Source: an optimization exercise on an open RTL-to-GDS flow (aim: small area). Production flows keep margins and buffers that such runs may drop.
The RTL was checked by simulation tests, not by an equivalence proof against the original design.
Power and IR drop assume default switching activity.

==> design.v <==
module bank_serializer #(
    parameter int DATA_WIDTH = 16,
    parameter int NUM_BANKS  = 40,
    parameter int OUT_WIDTH  = 1
) (
    input  logic                            clk,
    input  logic                            reset_n,
    input  logic [NUM_BANKS*DATA_WIDTH-1:0] s_data,
    input  logic                            s_valid,
    output logic                            s_ready,
    output logic [OUT_WIDTH*DATA_WIDTH-1:0] m_data,
    output logic [OUT_WIDTH-1:0]            m_keep,
    output logic                            m_valid,
    input  logic                            m_ready,
    output logic                            m_last,
    output logic [15:0]                     frames_done
);
    localparam int BEAT_W = $clog2(NUM_BANKS);
    localparam logic [BEAT_W-1:0] LAST_BEAT = BEAT_W'(NUM_BANKS - 1);
    localparam int DW = DATA_WIDTH;
    logic [NUM_BANKS*DW-1:0] x_reg, y_reg;
    logic              x_full;    
    logic              y_full;    
    logic              y_off;     
    logic              x_pol;     
    logic              y_pol;     
    logic [BEAT_W-1:0] beat;
    logic [15:0]       frames_done_reg;
    logic in_hs, out_hs, last_hs, is_last, xfer, y_shift, y_hold;
    assign s_ready     = !(x_full && y_full);
    assign m_valid     = x_full || y_full;
    assign m_keep      = m_valid;
    assign is_last     = (beat == LAST_BEAT);
    assign m_last      = m_valid && is_last;
    assign frames_done = frames_done_reg;
    assign in_hs   = s_valid && s_ready;
    assign out_hs  = m_valid && m_ready;
    assign last_hs = out_hs && is_last;
    assign xfer    = x_full && (!y_full || last_hs);
    assign y_shift = !xfer && out_hs;
    assign y_hold  = !xfer && !out_hs;
    always_ff @(posedge clk or negedge reset_n) begin
        if (!reset_n) begin
            x_full          <= 1'b0;
            y_full          <= 1'b0;
            beat            <= '0;
            frames_done_reg <= '0;
        end else begin
            x_full <= in_hs || (x_full && !xfer);
            y_full <= xfer || (y_full && !last_hs);
            if (last_hs) begin
                beat            <= '0;
                frames_done_reg <= frames_done_reg + 16'd1;
            end else if (out_hs) begin
                beat <= beat + 1'b1;
            end
        end
    end
    always_ff @(posedge clk) begin
        x_pol <= in_hs || !x_pol;
        y_pol <= xfer ? !x_pol : !y_pol;
        if (xfer) y_off <= !y_full && out_hs;
    end
    logic x_ld_n;
    assign x_ld_n = !in_hs;
    generate
        for (genvar b = 0; b < NUM_BANKS; b++) begin : g_bank
            localparam int NB = (b == NUM_BANKS - 1) ? b : b + 1;
            bs_xbank #(.W(DW)) u_x (
                .clk(clk), .d(s_data[b*DW +: DW]),
                .ld(in_hs), .ld_n(x_ld_n), .q(x_reg[b*DW +: DW]));
            bs_ybank #(.W(DW)) u_y (
                .clk(clk), .x(x_reg[b*DW +: DW]), .nxt(y_reg[NB*DW +: DW]),
                .t(xfer), .s(y_shift), .h(y_hold), .q(y_reg[b*DW +: DW]));
        end
    endgenerate
    logic sel_y0, sel_y1, sel_x0, out_inv;
    assign sel_y0  = y_full && !y_off;
    assign sel_y1  = y_full && y_off;
    assign sel_x0  = !y_full && x_full;
    assign out_inv = y_full ? !y_pol : (x_full ? !x_pol : 1'b1);
    for (genvar i = 0; i < DW; i++) begin : g_out
        bs_obit u_o (
            .a(y_reg[i]), .b(y_reg[DW + i]), .c(x_reg[i]),
            .sa(sel_y0), .sb(sel_y1), .sc(sel_x0), .inv(out_inv), .q(m_data[i]));
    end
endmodule
module bs_xbank #(
    parameter int W = 16
) (
    input  logic         clk,
    input  logic [W-1:0] d,
    input  logic         ld,
    input  logic         ld_n,
    output logic [W-1:0] q
);
    for (genvar i = 0; i < W; i++) begin : g_bit
        bs_xbit u_b (.clk(clk), .d(d[i]), .ld(ld), .ld_n(ld_n), .q(q[i]));
    end
endmodule
module bs_xbit (
    input  logic clk,
    input  logic d,
    input  logic ld,
    input  logic ld_n,
    output logic q
);
    always_ff @(posedge clk) q <= ~((d | ld_n) & (q | ld));
endmodule
module bs_ybank #(
    parameter int W = 16
) (
    input  logic         clk,
    input  logic [W-1:0] x,
    input  logic [W-1:0] nxt,
    input  logic         t,
    input  logic         s,
    input  logic         h,
    output logic [W-1:0] q
);
    for (genvar i = 0; i < W; i++) begin : g_bit
        bs_ybit u_b (.clk(clk), .x(x[i]), .nxt(nxt[i]), .t(t), .s(s), .h(h), .q(q[i]));
    end
endmodule
module bs_ybit (
    input  logic clk,
    input  logic x,
    input  logic nxt,
    input  logic t,
    input  logic s,
    input  logic h,
    output logic q
);
    always_ff @(posedge clk) q <= ~((x & t) | (nxt & s) | (q & h));
endmodule
module bs_obit (
    input  logic a,
    input  logic b,
    input  logic c,
    input  logic sa,
    input  logic sb,
    input  logic sc,
    input  logic inv,
    output logic q
);
    assign q = !((a & sa) | (b & sb) | (c & sc)) ^ inv;
endmodule
==> flow/run.sh <==
#!/bin/bash
# Own layout flow: the standard ORFS flow (standard.sh) with two changes:
#  - buffer_ports gives every input and output port the smallest buffer
#    (sky130_fd_sc_hd__buf_1) instead of the delay buffer it picks by default;
#  - clock tree synthesis uses clkbuf_8 on sink clusters of at most 16
#    flip-flops within 70 um, and inserts no dummy loads.
# The ORFS tools' own logs stay under orfs/logs; make's output goes to standard.log.
set -euo pipefail
export BUFFER_PORTS_ARGS="-buffer_cell sky130_fd_sc_hd__buf_1"
export CTS_ARGS="-sink_clustering_enable -repair_clock_nets -buf_list sky130_fd_sc_hd__clkbuf_8 -sink_clustering_size 16 -sink_clustering_max_diameter 70 -dont_use_dummy_load"
bash standard.sh > standard.log 2>&1
==> standard.sh <==
#!/bin/bash
# synth_recipe.tcl (not shown) runs the flow's synth.tcl, then flattens the netlist and writes it again
# the make line also repeats each setting of config.mk as NAME=value (left out here)
make -C /OpenROAD-flow-scripts/flow DESIGN_CONFIG=/design/flow/config.mk WORK_HOME=/design/flow/orfs CLKGATE_MAP_FILE= SYNTH_SCRIPT=/design/flow/synth_recipe.tcl "${@:-finish}"
==> config.mk <==
export PLATFORM = sky130hd
export DESIGN_NAME = bank_serializer
export DESIGN_NICKNAME = bank_serializer
export VERILOG_FILES = /design/flow/design.v
export SDC_FILE = /design/flow/constraint.sdc
export NUM_CORES = 4
export LEC_CHECK = 0
export CAP_MARGIN = 20
export CELL_PAD_IN_SITES_DETAIL_PLACEMENT = 1
export CELL_PAD_IN_SITES_GLOBAL_PLACEMENT = 1
export CORE_MARGIN = 2
export CORE_UTILIZATION = 40
export CTS_BUF_LIST = sky130_fd_sc_hd__clkbuf_8
export CTS_CLUSTER_DIAMETER = 70
export CTS_CLUSTER_SIZE = 16
export SETUP_SLACK_MARGIN = 0.2
export SLEW_MARGIN = 20
export SYNTH_HIERARCHICAL = 1
export SYNTH_MINIMUM_KEEP_SIZE = 0
==> constraint.sdc <==
create_clock -name core_clock -period 7.0 [get_ports {clk}]
set_input_delay 1.4000 -clock core_clock [delete_from_list [all_inputs] [get_ports {clk}]]
set_output_delay 1.4000 -clock core_clock [all_outputs]
set_load 0.01 [all_outputs]
==> out/results.ini, run 1 <==
[route]
firstDrtPassIters=17
wire_per_inst_um=24.6
drtAntennaViolNets=0
drt-total-wl_mm=119
vias=30400
via_per_inst=6.31
post-route-drc-count=0
initialDrtViolationCount=4485

[final_layout]
fill_cells=9978
regArea_um2=26300
final_common_cell=dfxtp_1
layout_common_cells=dfxtp_1, buf_1, a222oi_1, o22ai_1, clkbuf_8
nets=4157
multi_input_area_um2=11400
final_core_util_pct=46.7
drive_above_1_share_pct=4.02
syn_to_final_growth_pct=15.8

[min_path]
hold_path.class=reg -> reg
hp-start=g_bank[19].u_y.g_bit[13].u_b.q

[place]
gp_congestion=0.809
portBuffers=679
detailed_place_hpwl_mm=75.5

[timing]
hold_viol=0
fin_crit_ps=4100
fin_crit_sh_pct=58.6
skew_ps=50.6
tns_ps=0
hold_slack_ps=393
rsz0062_at_grt=no
tightest_slew_ps=1200
fmax_ghz=0.244
drv_slew=0
setup_viol=0
slew_headroom_pct=19.9

[setup_path]
r2r-end=g_bank[5].u_x.g_bit[9].u_b.q
critical_path.endpoint=m_data[15]
rr_startpoint=y_full
critical_path.startpoint=y_full
crit_arrival_ps=2700
cp_max_fo=16
required_ps=5600
cp_cell_sequence=and2_1 -> a222oi_1 -> xor2_1 -> buf_1
reg2regPathDepth=5
start_kind=flop
cp_slowest_stage_delay_ps=730
path_class=reg -> out
reg2reg_setup_slack_ps=3400
endpoint_kind=output port
cp_slowest_cell=and2_1

[yosys]
netlist_instances=2707
synth_area_per_cell_um2=13.9
yosysWarnings=9
synth.cell_area_um2=37600
synth_top_flop_cell=dfxtp_1
ys_async_sr_fraction_pct=1.84
syn_nets=3353
synth_edf_count=1
synth_seq_cells=1307
yosysSeqAreaShare_pct=69.9
ys_types=37

[clock_network]
cts_root_buf=clkbuf_8
clk_path_buf_depth=3
holdBufCountCts=0
post_cts_buffers=0
cts_buffers=93
cts_sinks=1307
htree_num_levels=3
ctsResizeCount=0
cts_tree=built
cts.clk_slew.worst_paths_ps=100
clock_latency_ps=760

[grt]
grt_pass1_vias=30200
grt.total_usage_pct=23.0
grt-ovfl-total=0
grt_antenna_before_repair=93
grt_pass1_wl_mm=179
grt_max_degree=228

[power_and_ir_drop]
vdd_ir_drop_max_v=0.000170
totalPowerFinal_uw=16100
leakage_uw=0.0159
powerDensity_nw_per_um2=369

[die]
coreArea_um2=93300
start_util_pct=40.3
dieArea_um2=96500
fp.dieH_um=311
fp-row-count=112
die_w_um=311
ioPinCount=680

[run_status]
status=timing/DRC/antenna clean

[run]
maxCapViolCount=0

modules after synthesis (local to each module, per instance), excerpt:
module | times used | cells | flops+latches
bank_serializer | 1 | 115 | 27
bs_obit | 16 | 2 | 0
bs_xbit | 640 | 2 | 1
bs_ybit | 640 | 2 | 1
stage by stage:
| stage | area (um^2) | setup slack, ps | cells |
|---|---|---|---|
| floorplan | 37700 | -6620 | 2707 |
| global placement | 42100 | 2870 | 4669 |
| detailed placement | 42200 | 2790 | 4670 |
| CTS | 43400 | 2800 | 4763 |
| global route | 43600 | 2720 | 4809 |
| finish | 43600 | 2900 | 4818 |
cells by family (layout without fill, tap and decap cells):
group	count (synthesis)	after routing	share of synthesized area, %
adder cells (fa/ha/maj)	2	2	0.0665
flip-flops	1307	1307	69.9
multiplexers	2	2	0.0565
AO/OA/AOI/OAI	1309	1309	28.3
buffers and inverters	4	806	0.0565
AND/OR/NAND/NOR	50	50	0.822
other	0	55	0
XOR/XNOR	33	33	0.768
worst max-delay path: cells and delay by family, from the launching register on:
kind,cells,cell delay [ps]
AOI/OAI and AO/OA,1,250
xor gates and xnor gates,1,240
buffers and inverters,1,170
DFF,1,590
and+or+nand+nor,1,730
how the worst min path moves through the flow:
stage	cells past startpoint	to
after floorplan	1	x_pol
after global placement	1	x_pol
after detailed placement	1	x_pol
after CTS	1	g_bank[18].u_y.g_bit[13].u_b.q
after global routing	1	g_bank[18].u_y.g_bit[13].u_b.q
final	1	g_bank[18].u_y.g_bit[13].u_b.q
per-layer routing:
layer / vias up / global-route usage (%) / share of wire [%]
met1: 15400 / 28.2 / 41
met2: 890 / 37.2 / 49
met3: 237 / 6.80 / 7.1
met4: 68 / 10.6 / 3.1
met5: - / 0 / 0.36
li1: 13900 / - / -
synthesized netlist by cell type, types with 3 or more instances:
cell / number / area, um^2
dfxtp_1: 1282 / 25700
a222oi_1: 656 / 6570
o22ai_1: 640 / 4000
dfrtp_1: 24 / 601
xor2_1: 18 / 158
nand2_1: 16 / 60.1
xnor2_1: 15 / 131
nand3_1: 7 / 35.0
nand4_1: 6 / 37.5
o21ai_0: 4 / 20.0
and2_1: 3 / 18.8
and3_1: 3 / 18.8
nor2_1: 3 / 11.3
nor3_1: 3 / 15.0
where the power goes:
group	internal, uW	switching (uW)	leakage, uW
Clock	1190	2260	0.000669
Sequential	9550	1210	0.0111
Combinational	1050	820	0.00406
Total	11800	4290	0.0159
final cells by class:
class                           count  area share (%)
Inverter                            1          0.0258
Sequential cell                  1307            60.3
Timing Repair Buffer              712            6.72
Clock buffer                       93            2.94
Antenna cell                       55           0.316
Multi-Input combinational cell   1396            26.1
Tap cell                         1254            3.60
==> inputs of run 2 (changes only) <==
==> flow/run.sh (replaced) <==
#!/bin/bash
# Own layout flow: the standard ORFS flow (standard.sh) with two changes:
#  - buffer_ports gives every input and output port the smallest buffer
#    (sky130_fd_sc_hd__buf_1) instead of the delay buffer it picks by default;
#  - clock tree synthesis uses clkbuf_4 on sink clusters of at most 10
#    flip-flops within 50 um, and inserts no dummy loads.
# The ORFS tools' own logs stay under orfs/logs; make's output goes to standard.log.
set -euo pipefail
export BUFFER_PORTS_ARGS="-buffer_cell sky130_fd_sc_hd__buf_1"
export CTS_ARGS="-sink_clustering_enable -repair_clock_nets -buf_list sky130_fd_sc_hd__clkbuf_4 -sink_clustering_size 10 -sink_clustering_max_diameter 50 -dont_use_dummy_load"
bash standard.sh > standard.log 2>&1
==> config.mk (replaced) <==
export PLATFORM = sky130hd
export DESIGN_NAME = bank_serializer
export DESIGN_NICKNAME = bank_serializer
export VERILOG_FILES = /design/flow/design.v
export SDC_FILE = /design/flow/constraint.sdc
export NUM_CORES = 4
export LEC_CHECK = 0
export CAP_MARGIN = 10
export CELL_PAD_IN_SITES_DETAIL_PLACEMENT = 1
export CELL_PAD_IN_SITES_GLOBAL_PLACEMENT = 1
export CORE_MARGIN = 2
export CORE_UTILIZATION = 40
export CTS_BUF_LIST = sky130_fd_sc_hd__clkbuf_4
export CTS_CLUSTER_DIAMETER = 50
export CTS_CLUSTER_SIZE = 10
export SETUP_SLACK_MARGIN = 0.2
export SLEW_MARGIN = 10
export SYNTH_HIERARCHICAL = 1
export SYNTH_MINIMUM_KEEP_SIZE = 0
==> out/results.ini, run 2 <==
[yosys]
synth_edf_count=1  ; unchanged
synth_area_leaders=dfxtp_1, a222oi_1, o22ai_1, dfrtp_1, xor2_1
netlist_instances=2707  ; unchanged
synth_area_per_cell_um2=13.9  ; unchanged
syn_nets=3353  ; unchanged
ys_types=37  ; unchanged
synth_seq_cells=1307  ; unchanged
yosysSeqAreaShare_pct=69.9  ; unchanged
yosysMostFrequentCell=dfxtp_1
ys_async_sr_fraction_pct=1.84  ; unchanged
synth_top_cell_by_area=dfxtp_1
yosys-top-cells-count=dfxtp_1, a222oi_1, o22ai_1
synth_top_cell_area_share_pct=68.2  ; unchanged
synth.cell_area_um2=37600  ; unchanged
synth_top_flop_cell=dfxtp_1
yosysWarnings=9  ; unchanged

[timing]
fin_crit_ps=4340  ; +242 ps
slew_headroom_pct=10.8  ; -9.1 points
setup_viol=0  ; unchanged
fmax_ghz=0.230  ; -5.6%
tightest_slew_ps=1340  ; +136 ps
fin_crit_sh_pct=62.1  ; +3.5 points
drv_slew=0  ; unchanged
hold_viol=0  ; unchanged
skew_ps=83.7  ; +33.1 ps
rsz0062_at_grt=no
worst_slack_ps=2660  ; -242 ps

[final_layout]
final_common_cell=dfxtp_1
layout_common_cells=dfxtp_1, buf_1, a222oi_1, o22ai_1, clkbuf_4
syn_to_final_growth_pct=15.4
drive_above_1_share_pct=5.61  ; +1.6 points
fin_cells=4865  ; +0.98%
nets=4216  ; +1.4%
final_core_util_pct=46.5  ; -0.18 points

[power_and_ir_drop]
switching_share_pct=27.2  ; +0.56 points
seqPwrFrac_pct=67.5  ; +0.6 points
pwr-share-clk_pct=20.8  ; -0.7 points
combPwrFrac_pct=11.7  ; about the same
power.internal_uw=11600  ; -1.6%
totalPowerFinal_uw=15900  ; -0.88%
powerDensity_nw_per_um2=367  ; -0.49%
switchingPower_uw=4340  ; +1.2%
vdd_ir_drop_max_v=0.000156  ; -8.5%
leakage_uw=0.0159  ; +0.19%

[route]
routed-wl-met2_mm=58.1  ; +0.76%
drtAntennaViolNets=0  ; unchanged
vias=30900  ; +1.4%
dr.max_layer_used=met5
post-route-drc-count=0  ; unchanged
via_per_inst=6.34  ; +0.47%
wire_per_inst_um=24.5  ; -0.63%
met1Wirelength_mm=48.4  ; -0.37%
drt-total-wl_mm=119  ; +0.34%
routed-wl-met3_mm=8.64  ; +2.7%
initialDrtViolationCount=4556  ; +1.6%
firstDrtPassIters=15  ; -2

[setup_path]
cp_max_fo=16  ; unchanged
crit_arrival_ps=2940  ; +240 ps
start_kind=flop
required_ps=5600  ; about the same
endpoint_kind=output port
path_class=reg -> out

[clock_network]
clock_latency_ps=1080  ; +320 ps
holdBufCountCts=0  ; unchanged
cts_buffers=152  ; +63%
cts_sinks=1307  ; unchanged
clk_path_buf_depth=3  ; unchanged
post_cts_buffers=0  ; unchanged
cts_root_buf=clkbuf_4
cts_tree=built
htree_num_levels=4  ; +1
cts.clk_slew.worst_paths_ps=110  ; about the same
ctsResizeCount=0  ; unchanged

[run_status]
status=timing/DRC/antenna clean

[place]
dp_cells=4669  ; -0.021%
portBuffers=679  ; unchanged
dp_slack_ps=2780  ; -9.08 ps
gp_congestion=0.809  ; unchanged
detailed_place_hpwl_mm=75.4  ; about the same

[die]
fp.dieH_um=311  ; unchanged
coreArea_um2=93300  ; unchanged
dieArea_um2=96500  ; unchanged
ioPinCount=680  ; unchanged
die_w_um=311  ; unchanged
start_util_pct=40.3  ; unchanged
fp-row-count=112  ; unchanged

[min_path]
hold_path.class=in -> async

[grt]
grt_antenna_before_repair=85  ; -8.6%
grt_pass1_wl_mm=180  ; +0.93%
grt.total_usage_pct=23.3  ; +0.35 points
grt_pass1_vias=30600  ; +1.2%
grt_max_degree=228  ; unchanged
grt-ovfl-total=0  ; unchanged

[run]
maxCapViolCount=0  ; unchanged

run 2: cell counts after synthesis:
Identical to the previous run, type by type.
run 2: final cells by class:
class                           instances  area (um^2)
Multi-Input combinational cell       1396        11400
Clock buffer                          152         1140
Sequential cell                      1307        26300
Fill cell                           10000        49900
Antenna cell                           43          108
Timing Repair Buffer                  712         2930
Inverter                                1         11.3
Tap cell                             1254         1570
run 2: power groups by stage:
| stage | registers [uW] | clock network, uW | logic (uW) |
|---|---|---|---|
| finish | 10800 | 3310 | 1870 |
| global route | 11000 | 3790 | 2100 |
| CTS | 10700 | 3480 | 1870 |
| detailed placement | 10900 | 0 | 1870 |
| global placement | 10800 | 0 | 1730 |
| floorplan | 10500 | 0 | 1510 |
run 2: layer usage:
layer  track usage (%)  vias up
met2              37.9      940
met1              28.4    15500
met5                 0        -
met3              7.59      269
li1                  -    14100
met4              10.1       80
run 2: final timing paths:
kind | start | end | slack [ps] | cells past startpoint
max | y_full | m_data[15] | 2660 | 4
min | reset_n | frames_done_reg[12] | 340 | 2
max reg2reg | y_full | g_bank[5].u_x.g_bit[9].u_b.q | 3390 | 5
min reg2reg | g_bank[8].u_y.g_bit[9].u_b.q | g_bank[7].u_y.g_bit[9].u_b.q | 390 | 1
max in group asynchronous | reset_n | beat[0] | 6360 | 2
min in group core_clock | g_bank[8].u_y.g_bit[9].u_b.q | g_bank[7].u_y.g_bit[9].u_b.q | 390 | 1
run 2: cells by family (layout without fill, tap and decap cells):
logic type,after synthesis,after routing,synth area share [%]
adder cells (fa/ha/maj),2,2,0.0665
flip-flops,1307,1307,69.9
buffers and inverters,4,865,0.0565
other,0,43,0
AND/OR/NAND/NOR,50,50,0.822
multiplexers,2,2,0.0565
AO/OA/AOI/OAI,1309,1309,28.3
XOR/XNOR,33,33,0.768
run 2: critical path: stages, from the launching register on:
cell      delay, ps
dfrtp_1         570
and2_1          720
a222oi_1        240
xor2_1          230
buf_1           180
run 2: modules after synthesis, one instance, submodules excluded, excerpt:
| module | cell area (um^2) | flip-flops and latches | copies in the design | cells inside |
|---|---|---|---|---|
| bank_serializer | 1280 | 27 | 1 | 115 |
| bs_obit | 18.8 | 0 | 16 | 2 |
| bs_xbit | 26.3 | 1 | 640 | 2 |
| bs_ybit | 30.0 | 1 | 640 | 2 |
run 2: per-stage QoR:
step                setup TNS [ps]  hold WS [ps]  area [um^2]
floorplan                 -5540720           370        37700
global placement                 0           391        42100
detailed placement               0           401        42100
CTS                              0           187        43300
global route                     0           263        43400
finish                           0           336        43400
==> inputs of run 3 (changes only) <==
--- a/config.mk
+++ b/config.mk
@@ -10,5 +10,5 @@
 export CELL_PAD_IN_SITES_GLOBAL_PLACEMENT = 1
 export CORE_MARGIN = 2
-export CORE_UTILIZATION = 40
+export CORE_UTILIZATION = 55
 export CTS_BUF_LIST = sky130_fd_sc_hd__clkbuf_4
 export CTS_CLUSTER_DIAMETER = 50
==> out/results.ini, run 3 <==
[run_status]
status=timing/DRC/antenna clean

[power_and_ir_drop]
leakage_uw=0.0159  ; -0.19%
switching_share_pct=27.5  ; +0.28 points
power.internal_uw=11600  ; -0.14%
seqPwrFrac_pct=67.6  ; about the same
powerDensity_nw_per_um2=371  ; +1.2%
switchingPower_uw=4390  ; +1.3%
combPwrFrac_pct=12.1  ; +0.4 points
pwr-share-clk_pct=20.3  ; -0.5 points
vdd_ir_drop_max_v=0.000212  ; +36%

[place]
placed_cell_area_um2=41700  ; -1.2%
portBuffers=679  ; unchanged
detailed_place_hpwl_mm=75.8  ; +0.50%
gp_congestion=0.839  ; +3.7%

[timing]
rsz0062_at_grt=no
tns_ps=0  ; unchanged
fmax_ghz=0.200  ; -13%
tightest_slew_ps=1310  ; -29.6 ps
setup_viol=0  ; unchanged
fin_crit_sh_pct=71.3  ; +9.2 points
hold_viol=0  ; unchanged
skew_ps=71.9  ; -11.8 ps
drv_slew=0  ; unchanged
fin_crit_ps=4990  ; +646 ps
slew_headroom_pct=12.8  ; +2.0 points

[final_layout]
fin_area_um2=43000  ; -0.93%
nets=4208  ; -0.19%
final_common_cell=dfxtp_1
drive_above_1_share_pct=5.37  ; -0.24 points
layout_common_cells=dfxtp_1, buf_1, a222oi_1, o22ai_1, clkbuf_4
syn_to_final_growth_pct=14.3

[setup_path]
endpoint_kind=output port
required_ps=5600  ; about the same
path_class=reg -> out
cp_max_fo=16  ; unchanged
start_kind=flop
crit_arrival_ps=3590  ; +650 ps

[clock_network]
cts_buffers=149  ; -2.0%
clock_latency_ps=1020  ; -60 ps
clk_path_buf_depth=3  ; unchanged
cts_root_buf=clkbuf_4
cts.clk_slew.worst_paths_ps=110  ; about the same
ctsResizeCount=0  ; unchanged
post_cts_buffers=0  ; unchanged
holdBufCountCts=0  ; unchanged
htree_num_levels=4  ; unchanged
cts_sinks=1307  ; unchanged
cts_tree=built

[yosys]
synth_top_flop_cell=dfxtp_1
synth.cell_area_um2=37600  ; unchanged
synth_edf_count=1  ; unchanged
syn_nets=3353  ; unchanged
yosys.area_share.xor_xnor_pct=0.768  ; unchanged
synthAdderAreaFrac_pct=0.0665  ; unchanged
netlist_instances=2707  ; unchanged
ys_async_sr_fraction_pct=1.84  ; unchanged
synth_top_family_by_area=compound AO/OA/AOI/OAI gates
synthMuxAreaShare_pct=0.0565  ; unchanged
yosys-top-cells-count=dfxtp_1, a222oi_1, o22ai_1
synth_top_cell_area_share_pct=68.2  ; unchanged
synth_seq_cells=1307  ; unchanged
synth_area_leaders=dfxtp_1, a222oi_1, o22ai_1, dfrtp_1, xor2_1
synth_area_per_cell_um2=13.9  ; unchanged
ys_types=37  ; unchanged
yosysSeqAreaShare_pct=69.9  ; unchanged
yosysMostFrequentCell=dfxtp_1
synth-compound-area-share_pct=28.3  ; unchanged
synth_top_cell_by_area=dfxtp_1
yosysWarnings=9  ; unchanged
synth-simple-area-share_pct=0.822  ; unchanged

[die]
fp.dieH_um=266  ; -15%
die_w_um=266  ; -15%
fp-row-count=95  ; -15%
coreArea_um2=67400  ; -28%
ioPinCount=680  ; unchanged
dieArea_um2=70500  ; -27%
start_util_pct=55.8  ; +16 points

[route]
wire_per_inst_um=26.5  ; +8.2%
firstDrtPassIters=22  ; +7
via_per_inst=6.98  ; +10%
drtAntennaViolNets=0  ; unchanged
initialDrtViolationCount=4997  ; +9.7%
post-route-drc-count=0  ; unchanged
drt-total-wl_mm=120  ; +0.58%
vias=31600  ; +2.4%

[run]
maxCapViolCount=0  ; unchanged

[min_path]
hold_path.class=in -> async

[grt]
grt-ovfl-total=0  ; unchanged
grt_max_degree=220  ; -3.5%
grt_pass1_wl_mm=177  ; -1.7%
grt_antenna_before_repair=108  ; +27%
grt.total_usage_pct=31.7  ; +8.4 points
grt_pass1_vias=31500  ; +2.9%

## run 3: routing by layer
metal  GRT usage, %  vias to the layer above  wire length [um]
li1               -                    14100                 -
met1           38.3                    15800             46200
met2           49.5                     1291             57500
met3           9.77                      333              9780
met4           19.9                       56              6030
met5              0                        -               351
## run 3: cells by family after synthesis
group           after synthesis
mux                           2
buf+inv                       4
xor+xnor                     33
simple gates                 50
fa+ha+maj                     2
compound gates             1309
flops                      1307
## run 3: power by group through the flow
stage               registers [uW]  clock network, uW  logic (uW)
floorplan                    10500                  0        1510
global placement             10800                  0        1740
detailed placement           10900                  0        1910
CTS                          10800               3320        1910
global route                 11000               3640        2140
finish                       10800               3240        1930
## run 3: worst max-delay path, cell delays in order (launching register included)
cell     delay, ps
dfrtp_1        560
nor2b_1        730
buf_4          380
a22oi_1        110
buf_4          260
xor2_1         350
buf_1          190
## run 3: final timing paths
path                                                      end  slack [ps]  cells after the start                          from
worst min-delay path                       frames_done_reg[4]         400                      2                       reset_n
worst max-delay path                               m_data[12]        2010                      6                        x_full
worst max register to register  g_bank[13].u_y.g_bit[3].u_b.q        3020                      5                        x_full
min in group core_clock          g_bank[4].u_y.g_bit[1].u_b.q         410                      1  g_bank[5].u_y.g_bit[1].u_b.q
worst min register to register   g_bank[4].u_y.g_bit[1].u_b.q         410                      1  g_bank[5].u_y.g_bit[1].u_b.q
max in group asynchronous                             beat[5]        6300                      2                       reset_n
## run 3: final cells by class
| type | instances | area (um^2) |
|---|---|---|
| sequential | 1307 | 26300 |
| fill | 6947 | 24400 |
| multi-input combinational | 1396 | 11400 |
| timing repair buffer | 707 | 2910 |
| clock buffer | 149 | 1120 |
| tap | 873 | 1090 |
| antenna | 91 | 228 |
| inverter | 1 | 11.3 |
## run 3: Yosys stat by module (local to each module, per instance), a selection
module	copies in the design	cell area [um^2]
bank_serializer	1	1280
bs_ybit	640	30.0
bs_xbit	640	26.3
bs_obit	16	18.8
## run 3: metrics by stage
stage / setup slack, ps / power, uW / hold slack (ps) / cells / utilization (%)
final: 2010 / 16000 / 400 / 4524 / 63.8
after global routing: 1920 / 16800 / 359 / 4505 / 63.7
after CTS: 2010 / 16000 / 325 / 4433 / 63.5
after detailed placement: 2980 / 12800 / 401 / 4284 / 61.8
after global placement: 3070 / 12500 / 388 / 4284 / 61.8
after floorplan: -6620 / 12100 / 370 / 2707 / -
==> inputs of run 4 (changes only) <==
--- a/design.v
+++ b/design.v
@@ -62,15 +62,21 @@
         if (xfer) y_off <= !y_full && out_hs;
     end
-    logic x_ld_n;
+    logic x_ld_n, xfer_n;
     assign x_ld_n = !in_hs;
+    assign xfer_n = !xfer;
     generate
         for (genvar b = 0; b < NUM_BANKS; b++) begin : g_bank
-            localparam int NB = (b == NUM_BANKS - 1) ? b : b + 1;
             bs_xbank #(.W(DW)) u_x (
                 .clk(clk), .d(s_data[b*DW +: DW]),
                 .ld(in_hs), .ld_n(x_ld_n), .q(x_reg[b*DW +: DW]));
-            bs_ybank #(.W(DW)) u_y (
-                .clk(clk), .x(x_reg[b*DW +: DW]), .nxt(y_reg[NB*DW +: DW]),
-                .t(xfer), .s(y_shift), .h(y_hold), .q(y_reg[b*DW +: DW]));
+            if (b == NUM_BANKS - 1) begin : g_last
+                bs_xbank #(.W(DW)) u_y (
+                    .clk(clk), .d(x_reg[b*DW +: DW]),
+                    .ld(xfer), .ld_n(xfer_n), .q(y_reg[b*DW +: DW]));
+            end else begin : g_mid
+                bs_ybank #(.W(DW)) u_y (
+                    .clk(clk), .x(x_reg[b*DW +: DW]), .nxt(y_reg[(b+1)*DW +: DW]),
+                    .t(xfer), .s(y_shift), .h(y_hold), .q(y_reg[b*DW +: DW]));
+            end
         end
     endgenerate
==> out/results.ini, run 4 <==
[run_status]
status=timing/DRC/antenna clean

[clock_network]
holdBufCountCts=0  ; unchanged
cts_tree=built
cts.clk_slew.worst_paths_ps=110  ; about the same
post_cts_buffers=0  ; unchanged
cts_root_buf=clkbuf_4
cts_buffers=149  ; unchanged
clock_latency_ps=1010  ; about the same
clk_path_buf_depth=3  ; unchanged
cts_sinks=1307  ; unchanged
htree_num_levels=4  ; unchanged
ctsResizeCount=0  ; unchanged

[power_and_ir_drop]
vdd_ir_drop_max_v=0.000228  ; +7.6%
leakage_uw=0.0158  ; -0.79%
power.internal_uw=11700  ; +0.76%
switchingPower_uw=4510  ; +2.6%
seqPwrFrac_pct=67.7  ; about the same
combPwrFrac_pct=12.3  ; +0.2 points
powerDensity_nw_per_um2=377  ; +1.5%
switching_share_pct=27.9  ; +0.36 points
pwr-share-clk_pct=20.0  ; -0.3 points

[route]
initialDrtViolationCount=5037  ; +0.80%
vias=31500  ; -0.24%
drtAntennaViolNets=0  ; unchanged
post-route-drc-count=0  ; unchanged
via_per_inst=6.98  ; about the same
firstDrtPassIters=17  ; -23%
drt-total-wl_mm=119  ; -0.88%
wire_per_inst_um=26.3  ; -0.69%

[die]
dieArea_um2=70500  ; about the same
coreArea_um2=67400  ; unchanged
fp.dieH_um=265  ; about the same
start_util_pct=55.8  ; about the same
die_w_um=265  ; about the same
fp-row-count=95  ; unchanged
ioPinCount=680  ; unchanged

[place]
gp_congestion=0.885  ; +5.5%
detailed_place_hpwl_mm=75.6  ; -0.24%
dp_slack_ps=2700  ; -285 ps
portBuffers=679  ; unchanged
dp_cells=4283  ; -0.023%

[final_layout]
fin_cells=4515  ; -0.20%
multi_input_area_um2=11300  ; -0.25%
layout_common_cells=dfxtp_1, buf_1, o22ai_1, a222oi_1, clkbuf_4
final_common_cell=dfxtp_1
nets=4207  ; -0.024%
fill_cells=6952  ; +0.072%
largest_reg_flops=640
largest-register=g_bank.u_x.g_bit.u_b.q
syn_to_final_growth_pct=14.1
drive_above_1_share_pct=5.37  ; about the same
regArea_um2=26300  ; unchanged

[timing]
fin_crit_sh_pct=69.6  ; -1.7 points
hold_viol=0  ; unchanged
skew_ps=79.0  ; +7.16 ps
worst_slack_ps=2130  ; +120 ps
rsz0062_at_grt=no
tightest_slew_ps=1410  ; +101 ps
setup_viol=0  ; unchanged
fmax_ghz=0.205  ; +2.5%
fin_crit_ps=4870  ; -120 ps
slew_headroom_pct=6.09  ; -6.7 points
tns_ps=0  ; unchanged
drv_slew=0  ; unchanged

[grt]
grt-ovfl-total=0  ; unchanged
grt_pass1_vias=31100  ; -1.3%
grt_max_degree=260  ; +18%
grt_pass1_wl_mm=175  ; -1.4%
grt_antenna_before_repair=95  ; -12%
grt.total_usage_pct=31.3  ; -0.41 points

[run]
maxCapViolCount=0  ; unchanged

[setup_path]
required_ps=5600  ; about the same
cp_slowest_stage_delay_ps=760  ; +30 ps
critPathTopFamily=buffers and inverters
path_common_cell=buf_4
endpoint_kind=output port
cp_max_fo=16  ; unchanged
crit_arrival_ps=3470  ; -120 ps
start_kind=flop
worst-path-buf-inv=3  ; unchanged
path_class=reg -> out
cp_cell_sequence=nor2b_1 -> buf_4 -> a22oi_2 -> buf_4 -> xor2_1 -> buf_1
cp_slowest_cell=nor2b_1

[yosys]
synth_area_leaders=dfxtp_1, a222oi_1, o22ai_1, dfrtp_1, xor2_1
yosysWarnings=9  ; unchanged
synth.cell_area_um2=37600  ; about the same
netlist_instances=2710  ; +0.11%
synth_area_per_cell_um2=13.9  ; -0.16%
synth_seq_cells=1307  ; unchanged
ys_async_sr_fraction_pct=1.84  ; unchanged
ys_types=36  ; -2.7%
syn_nets=3356  ; +0.089%
synth_top_flop_cell=dfxtp_1
synth_edf_count=1  ; unchanged
yosys-top-cells-count=dfxtp_1, o22ai_1, a222oi_1
yosysMostFrequentCell=dfxtp_1
synth_top_cell_by_area=dfxtp_1
synth_top_cell_area_share_pct=68.3  ; about the same
yosysSeqAreaShare_pct=69.9  ; about the same

[min_path]
hold_path.class=in -> async

[run 4: per-module statistics from Yosys, one instance, submodules excluded, excerpt]
module           cell area (um^2)  flip-flops and latches
bank_serializer              1330                      27
bs_obit                      18.8                       0
bs_xbit                      26.3                       1
bs_ybit                      30.0                       1
[run 4: path summary, 6_finish.rpt]
| check | from | to | slack [ps] | depth (start not counted) |
|---|---|---|---|---|
| max reg2reg | x_full | g_bank[39].g_last.u_y.g_bit[5].u_b.q | 2980 | 5 |
| max in group asynchronous | reset_n | frames_done_reg[6] | 6320 | 2 |
| min reg2reg | g_bank[17].g_mid.u_y.g_bit[0].u_b.q | g_bank[16].g_mid.u_y.g_bit[0].u_b.q | 400 | 1 |
| min | reset_n | x_full | 400 | 2 |
| max | x_full | m_data[13] | 2130 | 6 |
| min in group core_clock | g_bank[17].g_mid.u_y.g_bit[0].u_b.q | g_bank[16].g_mid.u_y.g_bit[0].u_b.q | 400 | 1 |
[run 4: through the flow]
stage / utilization (%) / cell area [um^2] / hold WS [ps] / total power [uW]
2_1_floorplan: - / 37600 / 370 / 12300
3_3_place_gp: 61.7 / 41600 / 391 / 12700
3_5_place_dp: 61.7 / 41600 / 402 / 13000
4_1_cts: 63.4 / 42700 / 316 / 16200
5_1_grt: 63.6 / 42900 / 374 / 17000
6_report: 63.7 / 42900 / 398 / 16200
[run 4: final cells by class]
class                           count  area share [%]
Antenna cell                       83           0.484
Clock buffer                      149            2.61
Inverter                            3          0.0437
Multi-Input combinational cell   1398            26.4
Sequential cell                  1307            61.3
Tap cell                          873            2.55
Timing Repair Buffer              702            6.66
[run 4: power groups by stage]
stage | clock network [uW] | registers [uW] | logic, uW
after floorplan | 0 | 10700 | 1590
after global placement | 0 | 10900 | 1770
after detailed placement | 0 | 11100 | 1970
after CTS | 3310 | 10900 | 1970
after global routing | 3640 | 11200 | 2210
final | 3230 | 11000 | 1990
[run 4: cell families after synthesis]
group | after synthesis | synth area share, %
xor+xnor | 33 | 0.789
compound gates | 1305 | 28.1
simple gates | 56 | 0.945
buf+inv | 5 | 0.0699
fa+ha+maj | 2 | 0.0665
mux | 2 | 0.0566
flops | 1307 | 69.9
[run 4: routing by layer]
layer	part of all wire, %	track usage, %
met4	4.7	17.6
met3	8.0	8.88
met5	0.29	0
met2	49	50.3
met1	38	37.9

-- port drivers added, routing unchanged --
Ports are ideal in the flow. The routed layouts listed here were re-timed in OpenROAD. Step 1 assumes that a clkbuf_16 drives the clock port and a buf_2 every other input. Step 2 adds t to the input delays and takes it off the output delays; t is the mean of the earliest and latest rising clock arrival at the registers after step 1. Input paths then give back, and output paths get back, about the clock's delay inside the block. Slacks: ideal / step 1 / step 2; pairs: ideal / step 1.
run | t (ns) | setup WS [ns] | hold slack, ns | worst data-port slew with drivers (ns)
run 1 | 0.793 | 2.899 / 2.834 / 2.756 | 0.393 / 0.393 / 0.393 | 0.17
run 2 | 1.097 | 2.656 / 2.590 / 2.692 | 0.336 / 0.295 / 0.387 | 0.16
run 3 | 1.044 | 2.010 / 1.944 / 2.766 | 0.400 / 0.361 / 0.413 | 0.15
run 4 | 1.041 | 2.130 / 2.063 / 2.559 | 0.398 / 0.369 / 0.398 | 0.17
After both steps setup and hold are still met in every run listed. For run 1, which loses most, drivers alone change the setup slack by -0.065 ns; drivers and shift together by -0.143 ns.
